Context: an optimization exercise on an open-source flow, tuned for small area, a short achievable clock period and few clock cycles per item. The choices shown serve that exercise and are no tape-out recipe.
At most, simulation tests tie the RTL to the original design; equivalence was not proved.
Power and IR drop assume default switching activity.

Setup of the reference run:
## pipe_prefix_adder
module pipe_prefix_adder #(
  parameter int WIDTH     = 68,
  parameter int REG_EVERY = 2,
  parameter int TAG_W     = 4,
  parameter int BLK       = 5,
  parameter int EB        = 4
) (
  input  logic             clk,
  input  logic             rst,
  input  logic             in_valid,
  output logic             in_ready,
  input  logic [WIDTH-1:0] a,
  input  logic [WIDTH-1:0] b,
  input  logic             cin,
  input  logic             op,
  input  logic [TAG_W-1:0] tag,
  output logic             out_valid,
  input  logic             out_ready,
  output logic [WIDTH-1:0] sum,
  output logic             cout,
  output logic             ovf,
  output logic             zero,
  output logic [TAG_W-1:0] tag_o
);
For scale: ~86 flip-flops, about 220 I/O pins.
==> module pipe_prefix_adder, before the edit <==
module pipe_prefix_adder #(
  parameter int WIDTH     = 68,
  parameter int REG_EVERY = 2,
  parameter int TAG_W     = 4,
  parameter int BLK       = 5,
  parameter int EB        = 4
) (
  input  logic             clk,
  input  logic             rst,
  input  logic             in_valid,
  output logic             in_ready,
  input  logic [WIDTH-1:0] a,
  input  logic [WIDTH-1:0] b,
  input  logic             cin,
  input  logic             op,
  input  logic [TAG_W-1:0] tag,
  output logic             out_valid,
  input  logic             out_ready,
  output logic [WIDTH-1:0] sum,
  output logic             cout,
  output logic             ovf,
  output logic             zero,
  output logic [TAG_W-1:0] tag_o
);
  localparam int NB  = (WIDTH + BLK - 1) / BLK;    
  localparam int TLO = (NB - 1) * BLK;             
  function automatic integer lg2(input integer v);
    integer r;
    r = 0;
    while ((1 << r) < v) r = r + 1;
    lg2 = r;
  endfunction
  logic [WIDTH-1:0] bx, p, g, s0_d;
  logic             c0;
  assign bx = op ? ~b : b;
  assign c0 = op | cin;
  assign p  = a ^ bx;
  assign g  = a & bx;
  logic [NB-1:0] eg, ep;
  logic          g_top_d;
  assign eg[0] = c0;
  assign ep[0] = 1'b0;
  for (genvar j = 0; j < NB; j++) begin : g_blk
    localparam int LO = j * BLK;
    localparam int HI = (LO + BLK < WIDTH) ? LO + BLK - 1 : WIDTH - 1;
    localparam int N  = HI - LO + 1;
    logic [N:0] lc;    
    logic [N:0] gc;    
    if (j == 0) begin : g_ci
      assign lc[0] = c0;
    end else begin : g_cz
      assign lc[0] = 1'b0;
    end
    assign gc[0] = 1'b0;
    for (genvar i = 0; i < N; i++) begin : g_bit
      assign lc[i+1] = g[LO+i] | (p[LO+i] & lc[i]);
      assign gc[i+1] = g[LO+i] | (p[LO+i] & gc[i]);
    end
    assign s0_d[HI:LO] = p[HI:LO] ^ lc[N-1:0];
    if (j < NB - 1) begin : g_el
      assign eg[j+1] = gc[N];
      assign ep[j+1] = &p[HI:LO];
    end else begin : g_top
      assign g_top_d = gc[N];
    end
  end
  localparam int LV = lg2(NB);
  logic [NB-1:0] pg [LV+1];
  logic [NB-1:0] pp [LV+1];
  assign pg[0] = eg;
  assign pp[0] = ep;
  for (genvar l = 0; l < LV; l++) begin : g_pl
    for (genvar j = 0; j < NB; j++) begin : g_pj
      if (((j >> l) & 1) == 1) begin : g_cmb
        assign pg[l+1][j] = pg[l][j] | (pp[l][j] & pg[l][((j >> l) << l) - 1]);
        assign pp[l+1][j] = pp[l][j] & pp[l][((j >> l) << l) - 1];
      end else begin : g_pass
        assign pg[l+1][j] = pg[l][j];
        assign pp[l+1][j] = pp[l][j];
      end
    end
  end
  logic z_d;
  assign z_d = ~|(p ^ {a[WIDTH-2:0] | bx[WIDTH-2:0], c0});
  logic [WIDTH-1:0] r_d;
  for (genvar j = 0; j < NB; j++) begin : g_early
    localparam int LO = j * BLK;
    localparam int HI = (LO + BLK < WIDTH) ? LO + BLK - 1 : WIDTH - 1;
    if (j == 0 || j >= EB) begin : g_keep
      assign r_d[HI:LO] = s0_d[HI:LO];
    end else begin : g_fin
      for (genvar i = LO; i <= HI; i++) begin : g_bit
        if (i == LO) begin : g_lo
          assign r_d[i] = s0_d[i] ^ pg[LV][j];
        end else begin : g_hi
          assign r_d[i] = s0_d[i] ^ (pg[LV][j] & (&s0_d[i-1:LO]));
        end
      end
    end
  end
  logic             load;
  logic [WIDTH-1:0] s0_q;
  logic [NB-1:EB]   bc_q;
  logic             g_top_q, p_top_q;
  assign load     = ~out_valid | out_ready;
  assign in_ready = load;
  always_ff @(posedge clk or posedge rst) begin
    if (rst) out_valid <= 1'b0;
    else if (load) out_valid <= in_valid;
  end
  always_ff @(posedge clk) begin
    if (load) begin
      s0_q    <= r_d;
      bc_q    <= pg[LV][NB-1:EB];
      g_top_q <= g_top_d;
      p_top_q <= p[WIDTH-1];
      tag_o   <= tag;
      zero    <= z_d;
    end
  end
  logic [NB-1:0] ones;
  for (genvar j = 0; j < NB; j++) begin : g_sum
    localparam int LO = j * BLK;
    localparam int HI = (LO + BLK < WIDTH) ? LO + BLK - 1 : WIDTH - 1;
    assign ones[j] = &s0_q[HI:LO];
    if (j < EB) begin : g_b0
      assign sum[HI:LO] = s0_q[HI:LO];
    end else begin : g_bj
      for (genvar i = LO; i <= HI; i++) begin : g_bit
        if (i == LO) begin : g_lo
          assign sum[i] = s0_q[i] ^ bc_q[j];
        end else begin : g_hi
          assign sum[i] = s0_q[i] ^ (bc_q[j] & (&s0_q[i-1:LO]));
        end
      end
    end
  end
  assign cout = g_top_q | (bc_q[NB-1] & ones[NB-1]);
  assign ovf  = sum[WIDTH-1] ^ p_top_q ^ cout;
endmodule
==> flow/config.mk <==
export PLATFORM = sky130hd
export DESIGN_NAME = pipe_prefix_adder
export DESIGN_NICKNAME = pipe_prefix_adder
export VERILOG_FILES = /design/flow/design.v
export SDC_FILE = /design/flow/constraint.sdc
export NUM_CORES = 4
export LEC_CHECK = 0
export ABC_AREA = 1
export CAP_MARGIN = 20
export CORE_MARGIN = 2
export CORE_UTILIZATION = 40
export CTS_BUF_LIST = sky130_fd_sc_hd__clkbuf_8
export CTS_CLUSTER_SIZE = 30
export SETUP_SLACK_MARGIN = 1.8
export SLEW_MARGIN = 20
==> flow/constraint.sdc <==
create_clock -name core_clock -period 4.5 [get_ports {clk}]
set_input_delay 0.9000 -clock core_clock [delete_from_list [all_inputs] [get_ports {clk}]]
set_output_delay 0.9000 -clock core_clock [all_outputs]
set_load 0.01 [all_outputs]
standard.sh (not shown) runs the stock make flow with config.mk's settings and CLKGATE_MAP_FILE= SYNTH_SCRIPT=/design/flow/synth_recipe.tcl, a recipe that flattens the netlist after the stock synthesis.
==> flow/flow/run.sh <==
#!/bin/bash
# The standard layout, with two changes:
#  - synthesis skips the full/half-adder extraction (ADDER_MAP_FILE empty),
#    leaving all arithmetic to abc; it is otherwise the standard synthesis;
#  - each port gets a buf_1 as its port buffer.
set -e
export BUFFER_PORTS_ARGS="-buffer_cell sky130_fd_sc_hd__buf_1"
ADDER_MAP_FILE= bash standard.sh synth > synth.log 2>&1
bash standard.sh > standard.log 2>&1
Testbench counts of the reference run, summed over its fixed seeds: cycles 24,008, items 24,000.
The following lists how the trial run was set up differently from the reference run:
--- a/flow/design.v
+++ b/flow/design.v
@@ -80,8 +80,18 @@
       end
     end
   end
+  logic [NB-1:0] zb;
+  for (genvar j = 0; j < NB; j++) begin : g_zero
+    localparam int LO = j * BLK;
+    localparam int HI = (LO + BLK < WIDTH) ? LO + BLK - 1 : WIDTH - 1;
+    if (j == 0) begin : g_z0
+      assign zb[j] = ~|s0_d[HI:LO];
+    end else begin : g_zj
+      assign zb[j] = (a[LO-1] | bx[LO-1]) ? (&s0_d[HI:LO]) : ~|s0_d[HI:LO];
+    end
+  end
   logic z_d;
-  assign z_d = ~|(p ^ {a[WIDTH-2:0] | bx[WIDTH-2:0], c0});
+  assign z_d = &zb;
   logic [WIDTH-1:0] r_d;
   for (genvar j = 0; j < NB; j++) begin : g_early
     localparam int LO = j * BLK;
Notes after the runs:
- The trial run: flow completed, timing, DRC and antenna clean
- Changes observed in the trial run relative to the reference run: share of post-route cells with drive strength above 1 has decreased, total sequential power has remained practically unchanged, portion of the layout cell area used by non-clock buffers has increased, count of mapped cells out of synthesis has increased, part of the power in the clock network has increased.
- Worst clock skew on the trial run is ahead of the reference run.
- In the trial run the total nets after synthesis turned out 127 higher than in the reference run.
- Compared with the reference run, in the trial run final routed wirelength across all metal layers down 890 µm; count of final max-slew check failures held steady.
- As far as starting density of the core is concerned, the reference run and the trial run perform about the same.
The RTL of the trial run was laid out without a check of its function.


Another version of the RTL of pipe_prefix_adder (not shown whole).
Size: about 1100 cells after synthesis, about 91 flip-flops, about 0.0076 mm2 of cells after synthesis.
==> module pipe_prefix_adder, before the edit <==
module pipe_prefix_adder #(
  parameter int WIDTH     = 68,
  parameter int REG_EVERY = 2,
  parameter int TAG_W     = 4,
  parameter int BLK       = 4
) (
  input  logic             clk,
  input  logic             rst,
  input  logic             in_valid,
  output logic             in_ready,
  input  logic [WIDTH-1:0] a,
  input  logic [WIDTH-1:0] b,
  input  logic             cin,
  input  logic             op,
  input  logic [TAG_W-1:0] tag,
  output logic             out_valid,
  input  logic             out_ready,
  output logic [WIDTH-1:0] sum,
  output logic             cout,
  output logic             ovf,
  output logic             zero,
  output logic [TAG_W-1:0] tag_o
);
  localparam int NB = (WIDTH + BLK - 1) / BLK;
  function automatic integer lg2(input integer v);
    integer r;
    r = 0;
    while ((1 << r) < v) r = r + 1;
    lg2 = r;
  endfunction
  logic [WIDTH-1:0] bx, p, g, s0_d;
  logic             c0;
  assign bx = op ? ~b : b;
  assign c0 = op | cin;
  assign p  = a ^ bx;
  assign g  = a & bx;
  logic [NB:0] eg, ep;
  assign eg[0] = c0;
  assign ep[0] = 1'b0;
  for (genvar j = 0; j < NB; j++) begin : g_blk
    localparam int LO = j * BLK;
    localparam int HI = (LO + BLK < WIDTH) ? LO + BLK - 1 : WIDTH - 1;
    localparam int N  = HI - LO + 1;
    logic [N:0] lc;    
    if (j == 0) begin : g_ci
      assign lc[0] = c0;
    end else begin : g_cz
      assign lc[0] = 1'b0;
    end
    for (genvar i = 0; i < N; i++) begin : g_bit
      assign lc[i+1] = g[LO+i] | (p[LO+i] & lc[i]);
    end
    assign s0_d[HI:LO] = p[HI:LO] ^ lc[N-1:0];
    if (j == 0) begin : g_g0
      logic [N:0] gc;
      assign gc[0] = 1'b0;
      for (genvar i = 0; i < N; i++) begin : g_gb
        assign gc[i+1] = g[LO+i] | (p[LO+i] & gc[i]);
      end
      assign eg[j+1] = gc[N];
    end else begin : g_gj
      assign eg[j+1] = lc[N];
    end
    assign ep[j+1] = &p[HI:LO];
  end
  localparam int LV = lg2(NB + 1);
  logic [NB:0] pg [LV+1];
  logic [NB:0] pp [LV+1];
  assign pg[0] = eg;
  assign pp[0] = ep;
  for (genvar l = 0; l < LV; l++) begin : g_pl
    for (genvar j = 0; j <= NB; j++) begin : g_pj
      if (j >= (1 << l)) begin : g_cmb
        assign pg[l+1][j] = pg[l][j] | (pp[l][j] & pg[l][j-(1<<l)]);
        assign pp[l+1][j] = pp[l][j] & pp[l][j-(1<<l)];
      end else begin : g_pass
        assign pg[l+1][j] = pg[l][j];
        assign pp[l+1][j] = pp[l][j];
      end
    end
  end
  logic [NB:0] bc_d;
  assign bc_d = pg[LV];
  localparam int TLO = (NB - 1) * BLK;
  localparam int TN  = WIDTH - TLO;
  logic [TN-2:0] tg;
  for (genvar i = 0; i < TN - 1; i++) begin : g_tg
    if (i == TN - 2) begin : g_last
      assign tg[i] = g[TLO+i];
    end else begin : g_mid
      assign tg[i] = g[TLO+i] & (&p[WIDTH-2:TLO+i+1]);
    end
  end
  logic c_top;
  assign c_top = (|tg) | ((&p[WIDTH-2:TLO]) & bc_d[NB-1]);
  logic v_d;
  assign v_d = c_top ^ bc_d[NB];
  logic             load;
  logic [WIDTH-1:0] s0_q;
  logic [NB-1:1]    bc_q;
  assign load     = ~out_valid | out_ready;
  assign in_ready = load;
  always_ff @(posedge clk or posedge rst) begin
    if (rst) out_valid <= 1'b0;
    else if (load) out_valid <= in_valid;
  end
  always_ff @(posedge clk) begin
    if (load) begin
      s0_q  <= s0_d;
      bc_q  <= bc_d[NB-1:1];
      cout  <= bc_d[NB];
      ovf   <= v_d;
      tag_o <= tag;
    end
  end
  for (genvar j = 0; j < NB; j++) begin : g_sum
    localparam int LO = j * BLK;
    localparam int HI = (LO + BLK < WIDTH) ? LO + BLK - 1 : WIDTH - 1;
    if (j == 0) begin : g_b0
      assign sum[HI:LO] = s0_q[HI:LO];
    end else begin : g_bj
      for (genvar i = LO; i <= HI; i++) begin : g_bit
        if (i == LO) begin : g_lo
          assign sum[i] = s0_q[i] ^ bc_q[j];
        end else begin : g_hi
          assign sum[i] = s0_q[i] ^ (bc_q[j] & (&s0_q[i-1:LO]));
        end
      end
    end
  end
  logic [NB-1:0] zb;
  for (genvar j = 0; j < NB; j++) begin : g_zero
    localparam int LO = j * BLK;
    localparam int HI = (LO + BLK < WIDTH) ? LO + BLK - 1 : WIDTH - 1;
    if (j == 0) begin : g_z0
      assign zb[j] = ~|s0_q[HI:LO];
    end else begin : g_zj
      assign zb[j] = bc_q[j] ? (&s0_q[HI:LO]) : ~|s0_q[HI:LO];
    end
  end
  assign zero = &zb;
endmodule
export LEC_CHECK = 0
export ABC_AREA = 1
export CAP_MARGIN = 20
export CORE_MARGIN = 2
export CORE_UTILIZATION = 40
export SETUP_SLACK_MARGIN = 1.5
export SLEW_MARGIN = 20
create_clock -name core_clock -period 4.5 [get_ports {clk}]
Scripts as last shown in full above: flow/flow/run.sh
Testbench counts at the start, summed over its fixed seeds: cycles 24,008, items 24,000.
Edit:
--- a/flow/design.v
+++ b/flow/design.v
@@ -2,7 +2,7 @@
   parameter int WIDTH     = 68,
   parameter int REG_EVERY = 2,
   parameter int TAG_W     = 4,
-  parameter int BLK       = 4
+  parameter int BLK       = 5
 ) (
   input  logic             clk,
   input  logic             rst,
Routed wire length goes down by 7.0%.
Register-to-register slack gets better by 80 ps.
Setup slack degrades by 67 ps.
Die area grows by 1.9%.
Cell count came out lower by 1.2%.
First-iteration DRC count went down by 38%.
Total power shrinks by 3.2%.
Only the layout flow was run in the second run of this note; the RTL was not checked for function there.

==> what the ideal ports hide <==
The flow's constraints put no driver on any port. The routed layouts listed below were extracted and timed again, unchanged, in two steps.
Step 1, drivers: a clkbuf_16 drives clk and a buf_2 each remaining input, both assumed.
Step 2 times the ports against the registers' clock, not the clock port: input delays grow and output delays shrink by t, the midpoint of the rising clock arrivals with the driver on.
Slacks: ideal ports / drivers / drivers and shift; pairs: ideal ports / drivers.
| run | t (ns) | setup slack, ns | worst setup path at the end | cell pins on the clock port's net |
|---|---|---|---|---|
| the reference run | 0.419 | 1.888 / 1.796 / 1.377 | input to register | 1 |
| the trial run | 0.403 | 1.862 / 1.817 / 1.414 | input to register | 1 |
| the first run of note 2 | 0.387 | 1.557 / 1.514 / 1.265 | input to register | 1 |
| the second run of note 2 | 0.386 | 1.490 / 1.449 / 1.303 | input to register | 1 |
After both steps setup and hold are still met in every run listed. For the reference run, which loses most, drivers alone change the setup slack by -0.092 ns; drivers and shift together by -0.511 ns.
